Background: an optimization exercise with open tools, aiming at small area. Do not read the settings as production practice.
Only simulation tests tie the RTL to the original design; equivalence was not proved.
Power is estimated from default activity; no workload was simulated.

[config.mk]
export PLATFORM = sky130hd
export DESIGN_NAME = c2d_top
export DESIGN_NICKNAME = c2d_top
export VERILOG_FILES = /design/flow/design.v
export SDC_FILE = /design/flow/constraint.sdc
export NUM_CORES = 4
export LEC_CHECK = 0
export CAP_MARGIN = 20
export CORE_MARGIN = 2
export CORE_UTILIZATION = 40
export SLEW_MARGIN = 20
[constraint.sdc]
create_clock -name core_clock -period 6.0 [get_ports {core_clk_i}]
set_input_delay 1.2000 -clock core_clock [delete_from_list [all_inputs] [get_ports {core_clk_i}]]
set_output_delay 1.2000 -clock core_clock [all_outputs]
set_load 0.01 [all_outputs]
[design.v]
package c2d_pkg;
  localparam int BYTE_W     = 8;
  localparam int WORD_W     = 16;
  localparam int LINE_WORDS = 18;   
  localparam logic [6:0] TINIT_END = 7'd100;
  localparam logic [7:0] DI_RAW8 = 8'h2A;
  localparam logic [7:0] WC_LO   = 8'd36;
endpackage
`timescale 1ns/1ps
module c2d_top (
  input  logic                       core_clk_i,
  input  logic                       rst_n_i,
  input  logic                       fv_i,
  input  logic                       lv_i,
  input  logic                       dvalid_i,
  input  logic [c2d_pkg::BYTE_W-1:0] pixdata_d1_i,
  input  logic [c2d_pkg::BYTE_W-1:0] pixdata_d0_i,
  output logic                       tinit_done_o,
  output logic                       lp_p_o,
  output logic                       lp_n_o,
  output logic                       hs_data_en_o,
  output logic [15:0]                hs_data_o,
  output logic                       d_hs_req_o,
  output logic                       d_hs_ack_o
);
  localparam int N = c2d_pkg::LINE_WORDS;
  logic [1:0] sync_q;
  logic       rstn;
  logic [6:0] tinit_q;
  always_ff @(posedge core_clk_i or negedge rst_n_i) begin
    if (!rst_n_i) sync_q <= '0;
    else          sync_q <= {sync_q[0], 1'b1};
  end
  assign rstn = sync_q[1];
  always_ff @(posedge core_clk_i or negedge rstn) begin
    if (!rstn)              tinit_q <= '0;
    else if (!tinit_done_o) tinit_q <= tinit_q + 1'b1;
  end
  assign tinit_done_o = (tinit_q == c2d_pkg::TINIT_END);
  logic fv_q, lv_q, armed_q;
  logic fv_rise, fv_fall, lv_fall;
  logic ev_fs, ev_fe, ev_line;
  logic push;
  assign fv_rise = fv_i && !fv_q;
  assign fv_fall = !fv_i && fv_q;
  assign lv_fall = !lv_i && lv_q;
  assign ev_fs   = fv_rise && tinit_done_o;
  assign ev_fe   = armed_q && fv_fall;
  assign ev_line = armed_q && lv_fall;
  assign push    = armed_q && lv_i && dvalid_i;
  always_ff @(posedge core_clk_i or negedge rstn) begin
    if (!rstn) begin
      fv_q    <= 1'b0;
      lv_q    <= 1'b0;
      armed_q <= 1'b0;
    end else begin
      fv_q <= fv_i;
      lv_q <= lv_i;
      if (ev_fs)        armed_q <= 1'b1;
      else if (fv_fall) armed_q <= 1'b0;
    end
  end
  localparam logic [5:0] Q_POP  = 6'd54;
  localparam logic [5:0] Q_IDLE = 6'd32;
  logic [5:0] q;
  logic [1:0] pend_q;   
  logic       long_q;
  logic       fe_q;
  logic       pop_evt;
  logic       pay;
  assign pop_evt = (q == Q_POP);
  assign pay     = (q >= 6'd9) && (q <= 6'd26);
  always_ff @(posedge core_clk_i or negedge rstn) begin
    if (!rstn) begin
      q      <= Q_IDLE;
      pend_q <= 2'd0;
    end else begin
      if (q == Q_IDLE) begin
        if (pend_q != 2'd0) q <= Q_POP;
      end else if (q == 6'd8 && !long_q) begin
        q <= 6'd28;
      end else begin
        q <= q + 1'b1;
      end
      if (ev_fs)        pend_q <= 2'd1;
      else if (ev_fe)   pend_q <= 2'd2;
      else if (ev_line) pend_q <= 2'd3;
      else if (pop_evt) pend_q <= 2'd0;
    end
  end
  always_ff @(posedge core_clk_i) begin
    if (pop_evt) begin
      long_q <= (pend_q == 2'd3);
      fe_q   <= (pend_q == 2'd2);
    end
  end
  logic [15:0] frame_q;
  always_ff @(posedge core_clk_i or negedge rstn) begin
    if (!rstn)                         frame_q <= '0;
    else if (pop_evt && pend_q == 2'd1) frame_q <= frame_q + 1'b1;
  end
  logic [15:0] buf_q [N];
  logic [N-1:0] v_q;
  logic [N-1:0] ld;
  logic [N-1:0] go;
  logic [15:0]  head;
  assign head = buf_q[N-1];
  always_comb begin
    go[N-1] = pay;
    for (int i = N-1; i >= 1; i--) begin
      ld[i]   = v_q[i-1] && (!v_q[i] || go[i]);
      go[i-1] = ld[i];
    end
    ld[0] = push;
  end
  always_ff @(posedge core_clk_i or negedge rstn) begin
    if (!rstn) begin
      v_q <= '0;
    end else begin
      for (int i = 0; i < N; i++) begin
        v_q[i] <= ld[i] || (v_q[i] && !go[i]);
      end
    end
  end
  always_ff @(posedge core_clk_i) begin
    if (ld[0]) buf_q[0] <= {pixdata_d1_i, pixdata_d0_i};
    for (int i = 1; i < N; i++) begin
      if (ld[i]) buf_q[i] <= buf_q[i-1];
    end
  end
  function automatic logic [15:0] crc_byte(input logic [15:0] crc_in, input logic [7:0] data);
    logic [15:0] c;
    c = crc_in;
    for (int i = 0; i < 8; i++) begin
      if (c[0] ^ data[i]) c = (c >> 1) ^ 16'h8408;
      else                c = c >> 1;
    end
    crc_byte = c;
  endfunction
  function automatic logic [5:0] ecc6(input logic [23:0] d);
    logic [5:0] p;
    p[0] = ^(d & 24'hF12CB7);
    p[1] = ^(d & 24'hF2555B);
    p[2] = ^(d & 24'h749A6D);
    p[3] = ^(d & 24'hB8E38E);
    p[4] = ^(d & 24'hDF03F0);
    p[5] = ^(d & 24'hEFFC00);
    ecc6 = p;
  endfunction
  logic [15:0] crc_q;
  always_ff @(posedge core_clk_i) begin
    if (pop_evt)  crc_q <= 16'hFFFF;
    else if (pay) crc_q <= crc_byte(crc_byte(crc_q, head[7:0]), head[15:8]);
  end
  logic [7:0] di;
  logic [15:0] field;
  logic [7:0] ecc;
  assign di    = long_q ? c2d_pkg::DI_RAW8 : {7'd0, fe_q};
  assign field = long_q ? {8'd0, c2d_pkg::WC_LO} : frame_q;
  assign ecc   = {2'b00, ecc6({field, di})};
  logic tr0, tr1;
  assign tr0 = long_q ? ~crc_q[7]  : ~frame_q[15];
  assign tr1 = long_q ? ~crc_q[15] : 1'b1;
  assign hs_data_en_o = !q[5];
  assign d_hs_ack_o   = (q >= 6'd6) && (q <= 6'd31);
  assign d_hs_req_o   = (q >= 6'd55) || (q <= 6'd27);
  assign lp_p_o       = (q >= 6'd32) && (q <= 6'd56);
  assign lp_n_o       = (q >= 6'd32) && (q <= 6'd60);
  always_comb begin
    if (q <= 6'd5)       hs_data_o = 16'h0000;
    else if (q == 6'd6)  hs_data_o = 16'hB8B8;
    else if (q == 6'd7)  hs_data_o = {field[7:0], di};
    else if (q == 6'd8)  hs_data_o = {ecc, field[15:8]};
    else if (q <= 6'd26) hs_data_o = head;
    else if (q == 6'd27) hs_data_o = crc_q;
    else                 hs_data_o = {{8{tr1}}, {8{tr0}}};
  end
endmodule
[run.sh]
#!/bin/bash
# synth_recipe.tcl (not shown) runs the flow's synth.tcl, then flattens the netlist and writes it again
# the make line also repeats each setting of config.mk as NAME=value (left out here)
make -C /OpenROAD-flow-scripts/flow DESIGN_CONFIG=/design/flow/config.mk WORK_HOME=/design/flow/orfs CLKGATE_MAP_FILE= SYNTH_SCRIPT=/design/flow/synth_recipe.tcl finish
==> notes.md <==
[routing by layer]
metal	part of all wire	global-route usage	vias to the layer above
met5	0	0	-
met3	0.044	0.0248	46
li1	-	-	3138
met2	0.50	0.199	128
met4	0.026	0.0412	0
met1	0.43	0.146	3131
[metrics by stage]
stage                     power, W  area (sq um)
after floorplan            0.00273         13400
after global placement     0.00274         14400
after detailed placement   0.00274         14400
after CTS                  0.00498         15600
after global routing       0.00507         15600
final                      0.00491         15600
[worst paths after layout]
path                                               end  slack (ps)  cells past startpoint
worst min-delay path               sync_q[1]$_DFF_PN0_         350                      0
min in group asynchronous       tinit_q[0]$_DFFE_PN0N_         380                      1
worst max register to register  buf_q[16][5]$_DFFE_PP_        2520                      5
max in group asynchronous          sync_q[1]$_DFF_PN0_        5030                      1
worst min register to register     sync_q[1]$_DFF_PN0_         350                      0
worst max-delay path                      hs_data_o[5]        1110                      7
[worst max-delay path, stage by stage (launching register included)]
cell                              delay, ps
sky130_fd_sc_hd__dfrtp_1                450
sky130_fd_sc_hd__inv_1                  120
sky130_fd_sc_hd__ha_1                   220
sky130_fd_sc_hd__nand4_1                410
sky130_fd_sc_hd__nor2_1                 870
sky130_fd_sc_hd__a2111oi_0              270
sky130_fd_sc_hd__a211oi_1               260
sky130_fd_sc_hd__clkdlybuf4s50_1        570
[layout make-up]
class | count | area share
timing repair buffer | 56 | 0.0338
inverter | 17 | 0.00410
clock inverter | 17 | 0.0131
multi-input combinational | 408 | 0.182
clock buffer | 48 | 0.0634
sequential | 360 | 0.667
tap | 448 | 0.0360
[registers in the layout, summed over array words and instances (netlist names), 2 cells and up]
name / flops
q: 6
buf_q: 288
crc_q: 16
pend_q: 2
v_q: 18
frame_q: 16
sync_q: 2
tinit_q: 7
[cell usage in the layout (no fill, tap or decap), types with 5 or more instances in the layout]
cell type                         synthesis  layout
sky130_fd_sc_hd__a211oi_1                 6       6
sky130_fd_sc_hd__a21boi_1                 0       6
sky130_fd_sc_hd__a21o_1                   9       9
sky130_fd_sc_hd__a21oi_1                 21      21
sky130_fd_sc_hd__a31oi_1                  7       7
sky130_fd_sc_hd__and2_1                  10      10
sky130_fd_sc_hd__and3_1                   8       8
sky130_fd_sc_hd__buf_4                    2      14
sky130_fd_sc_hd__clkbuf_1                23       9
sky130_fd_sc_hd__clkbuf_16                0      37
sky130_fd_sc_hd__clkdlybuf4s50_1          0      42
sky130_fd_sc_hd__clkinv_1                 0       6
sky130_fd_sc_hd__dfrtp_1                 53      52
sky130_fd_sc_hd__dfxtp_1                 16      16
sky130_fd_sc_hd__edfxtp_1               290     290
sky130_fd_sc_hd__ha_1                     7       7
sky130_fd_sc_hd__inv_1                   17      17
sky130_fd_sc_hd__nand2_1                 60      60
sky130_fd_sc_hd__nand2b_1                 5       5
sky130_fd_sc_hd__nand3_1                 28      28
sky130_fd_sc_hd__nor2_1                  29      29
sky130_fd_sc_hd__nor2b_1                  6       6
sky130_fd_sc_hd__nor3_1                  15      15
sky130_fd_sc_hd__o211ai_1                12      12
sky130_fd_sc_hd__o21ai_0                 28      27
sky130_fd_sc_hd__or2_2                    5       5
sky130_fd_sc_hd__or3_1                    5       5
sky130_fd_sc_hd__xnor2_1                 62      62
sky130_fd_sc_hd__xnor3_1                  8       8
sky130_fd_sc_hd__xor2_1                  25      25
[synth_stat cells, types with 2 or more instances]
master	instances	area, sq um
sky130_fd_sc_hd__edfxtp_1	290	8710
sky130_fd_sc_hd__xnor2_1	62	543
sky130_fd_sc_hd__nand2_1	60	225
sky130_fd_sc_hd__dfrtp_1	53	1330
sky130_fd_sc_hd__nor2_1	29	109
sky130_fd_sc_hd__nand3_1	28	140
sky130_fd_sc_hd__o21ai_0	28	140
sky130_fd_sc_hd__xor2_1	25	219
sky130_fd_sc_hd__clkbuf_1	23	86.3
sky130_fd_sc_hd__a21oi_1	21	105
sky130_fd_sc_hd__inv_1	17	63.8
sky130_fd_sc_hd__dfxtp_1	16	320
sky130_fd_sc_hd__nor3_1	15	75.1
sky130_fd_sc_hd__o211ai_1	12	90.1
sky130_fd_sc_hd__and2_1	10	62.6
sky130_fd_sc_hd__a21o_1	9	67.6
sky130_fd_sc_hd__and3_1	8	50.1
sky130_fd_sc_hd__xnor3_1	8	180
sky130_fd_sc_hd__a31oi_1	7	43.8
sky130_fd_sc_hd__ha_1	7	87.6
sky130_fd_sc_hd__a211oi_1	6	45.0
sky130_fd_sc_hd__a21boi_0	6	45.0
sky130_fd_sc_hd__nor2b_1	6	37.5
sky130_fd_sc_hd__nand2b_1	5	31.3
sky130_fd_sc_hd__or2_2	5	31.3
sky130_fd_sc_hd__or3_1	5	31.3
sky130_fd_sc_hd__a221oi_1	4	35.0
sky130_fd_sc_hd__a22oi_1	4	30.0
sky130_fd_sc_hd__nand4_1	4	25.0
sky130_fd_sc_hd__and4_1	2	17.5
sky130_fd_sc_hd__buf_4	2	15.0
sky130_fd_sc_hd__mux2_2	2	22.5
sky130_fd_sc_hd__nor3b_1	2	15.0
sky130_fd_sc_hd__o21a_1	2	15.0
sky130_fd_sc_hd__o21bai_1	2	15.0
sky130_fd_sc_hd__o32a_1	2	20.0
sky130_fd_sc_hd__xnor2_2	2	32.5
sky130_fd_sc_hd__xnor3_2	2	47.6
[cell families (layout without fill, tap and decap cells)]
family / Yosys count / count (layout) / synth area share
adder cells (fa/ha/maj): 7 / 7 / 0.00654
XOR/XNOR: 101 / 101 / 0.0801
flip-flops: 360 / 360 / 0.775
AND/OR/NAND/NOR: 184 / 184 / 0.0668
AO/OA/AOI/OAI: 113 / 113 / 0.0563
buffers and inverters: 44 / 138 / 0.0135
other: 1 / 1 / 0.000280
multiplexers: 2 / 2 / 0.00168
[power groups by stage]
stage	logic, W	clock network, W	registers [W]
after floorplan	0.00000109	0	0.00272
after global placement	0.0000223	0	0.00272
after detailed placement	0.0000230	0	0.00272
after CTS	0.0000229	0.00229	0.00267
after global routing	0.0000250	0.00237	0.00267
final	0.0000220	0.00221	0.00267
==> run_results.csv <==
group,metric,value,unit
routing,drc_errors,0,
routing,wl,19.7,mm
sta,slew_violations,0,
placed_design,place_ws,1660,ps
sta,final.setup.tns,0,ps
cells_and_area,regArea,10400,sq um
sta,finalWorstSetupSlack,1110,ps
power_and_ir_drop,switchingPower,0.000923,W
min_path,min-delay-start,"sync_q[0]$_DFF_PN0_",
power_and_ir_drop,power_frac_seq,0.544,
yosys,synthesis.area,13400,sq um
cells_and_area,layout.filler_cells,2870,
floorplanning,die_x,187,um
global_route,via_count_of_the_first_global_routing_pass,6497,
worst_setup_path,data_required_time_at_the_worst_endpoint,4800,ps
cells_and_area,multi_input_gate_area_in_the_final_layout,2840,sq um
routing,drt.antenna.violating_nets,0,
floorplanning,die_area,35000,sq um
sta,final-hold-violation-count,0,
global_route,track_usage,0.116,
cells_and_area,post_route_cells_drive_above_1_share,0.0916,
cells_and_area,final_cells,1354,
worst_setup_path,r2r_startpoint,"q[2]$_DFFE_PN0P_",
routing,drt_iter0_markers,388,
clock_tree,cts_made_buffers,37,
clock_tree,postCtsSetupBuffers,0,
status,outcome,"finished clean",
cells_and_area,antennaDiodeCount,0,
worst_setup_path,critical_path_start,"q[1]$_DFFE_PN0P_",
cells_and_area,fin_util,0.468,
routing,routed-via-count,6443,
clock_tree,ctsHtreeMaxLevel,2,
worst_setup_path,worst-path-max-fanout,14,
power_and_ir_drop,clockPowerShare,0.452,
clock_tree,cts_num_sinks,360,
yosys,yosysSeqAreaShare,0.775,
yosys,yosys_warnings,2,
cells_and_area,p_r_area_growth_vs_syn,16.1,%
global_route,grt_pass1_wl,33.0,mm
clock_tree,worstSkewPairLatency,520,ps
worst_setup_path,cp-end-kind,"output pin",
routing,dr.pass1.iters,5,
power_and_ir_drop,power.ir.vdd_worst,0.000280,V
yosys,synthCells,812,
sta,worst_slew_pin_slew,934,ps
global_route,gr-total-overflow,0,
placed_design,io_buffers,42,
power_and_ir_drop,p_int,0.00398,W
global_route,grt_antenna_before_repair,0,
power_and_ir_drop,leakage_power_figure,5.51,nW
power_and_ir_drop,combPwrFrac,0.004,
clock_tree,worst_setup_hold_path_clk_slew,60,ps
yosys,synth_nets,840,
floorplanning,fp-row-count,67,
yosys,most_used_flip_flop_cell_after_synthesis,"sky130_fd_sc_hd__edfxtp_1",
power_and_ir_drop,power-per-cell-area,315,nW/um^2
global_route,grt_max_degree,53,
floorplanning,start_util,0.403,
routing,drt-wirelength-per-cell,14.5,um
sta,slew-limit-headroom,0.375,
sta,grt_setup_unrepaired,"no",
clock_tree,tritoncts,"yes",
sta,period_minus_slack,4890,ps
yosys,synth_edf_count,290,
clock_tree,root_cell_of_the_clock_tree,"sky130_fd_sc_hd__clkbuf_16",
cells_and_area,num-nets-final,908,
floorplanning,die_h,187,um
min_path,min_path_type,"reg -> reg",
worst_setup_path,crit_path_start_kind,"flip-flop",
yosys,syn-mean-instance-area,16.5,sq um
yosys,async_reset_ff_frac,0.150,
sta,setup_viol,0,
clock_tree,cts_max_path_buffers,3,
clock_tree,count_of_hold_buffers_inserted_by_post_cts_repair,0,
placed_design,place_congestion,0.871,
power_and_ir_drop,power_switching_share,0.188,
placed_design,hpwl,13.4,mm
sta,final.setup_skew,15.8,ps
yosys,ys_ff_latch,360,
worst_setup_path,critPathKind,"reg -> out",
floorplanning,ios,43,
routing,vias_per_cell,4.76,
worst_setup_path,endpoint_arrival_time_on_the_critical_path,3690,ps
sta,whs,353,ps
placed_design,placedCellCount,1289,
sta,max_clock_freq,0.204,GHz
floorplanning,core_area,33300,sq um
run,max_cap_viol_count,0,
yosys,synth.distinct_cells,59,
sta,final.period_utilization,0.816,
clock_tree,postCtsResizedCells,0,

## afterwards: timing with drivers on the ports
No port has a modelled driver above. Below, the same layout with a new extraction and two added sets of constraints.
Step 1, drivers: a clkbuf_16 drives core_clk_i and a buf_2 each remaining input, both assumed.
Step 2 adds t to the input delays and takes it off the output delays; t is the mean of the earliest and latest rising clock arrival at the registers after step 1. Input paths then give back, and output paths get back, about the clock's delay inside the block.
a / b / c = no drivers / after step 1 / after step 2; a / b = the first two.
t (ns): 0.565
setup slack, ns: 1.106 / 1.057 / 1.622
worst setup path at the end: register to output
worst register clock-pin slew, ns: 0.06 / 0.06
worst slew at a driven data input, ns: 0.03
After both steps this run still meets setup and hold. For this run, drivers alone change the setup slack by -0.049 ns; drivers and shift together by +0.516 ns.
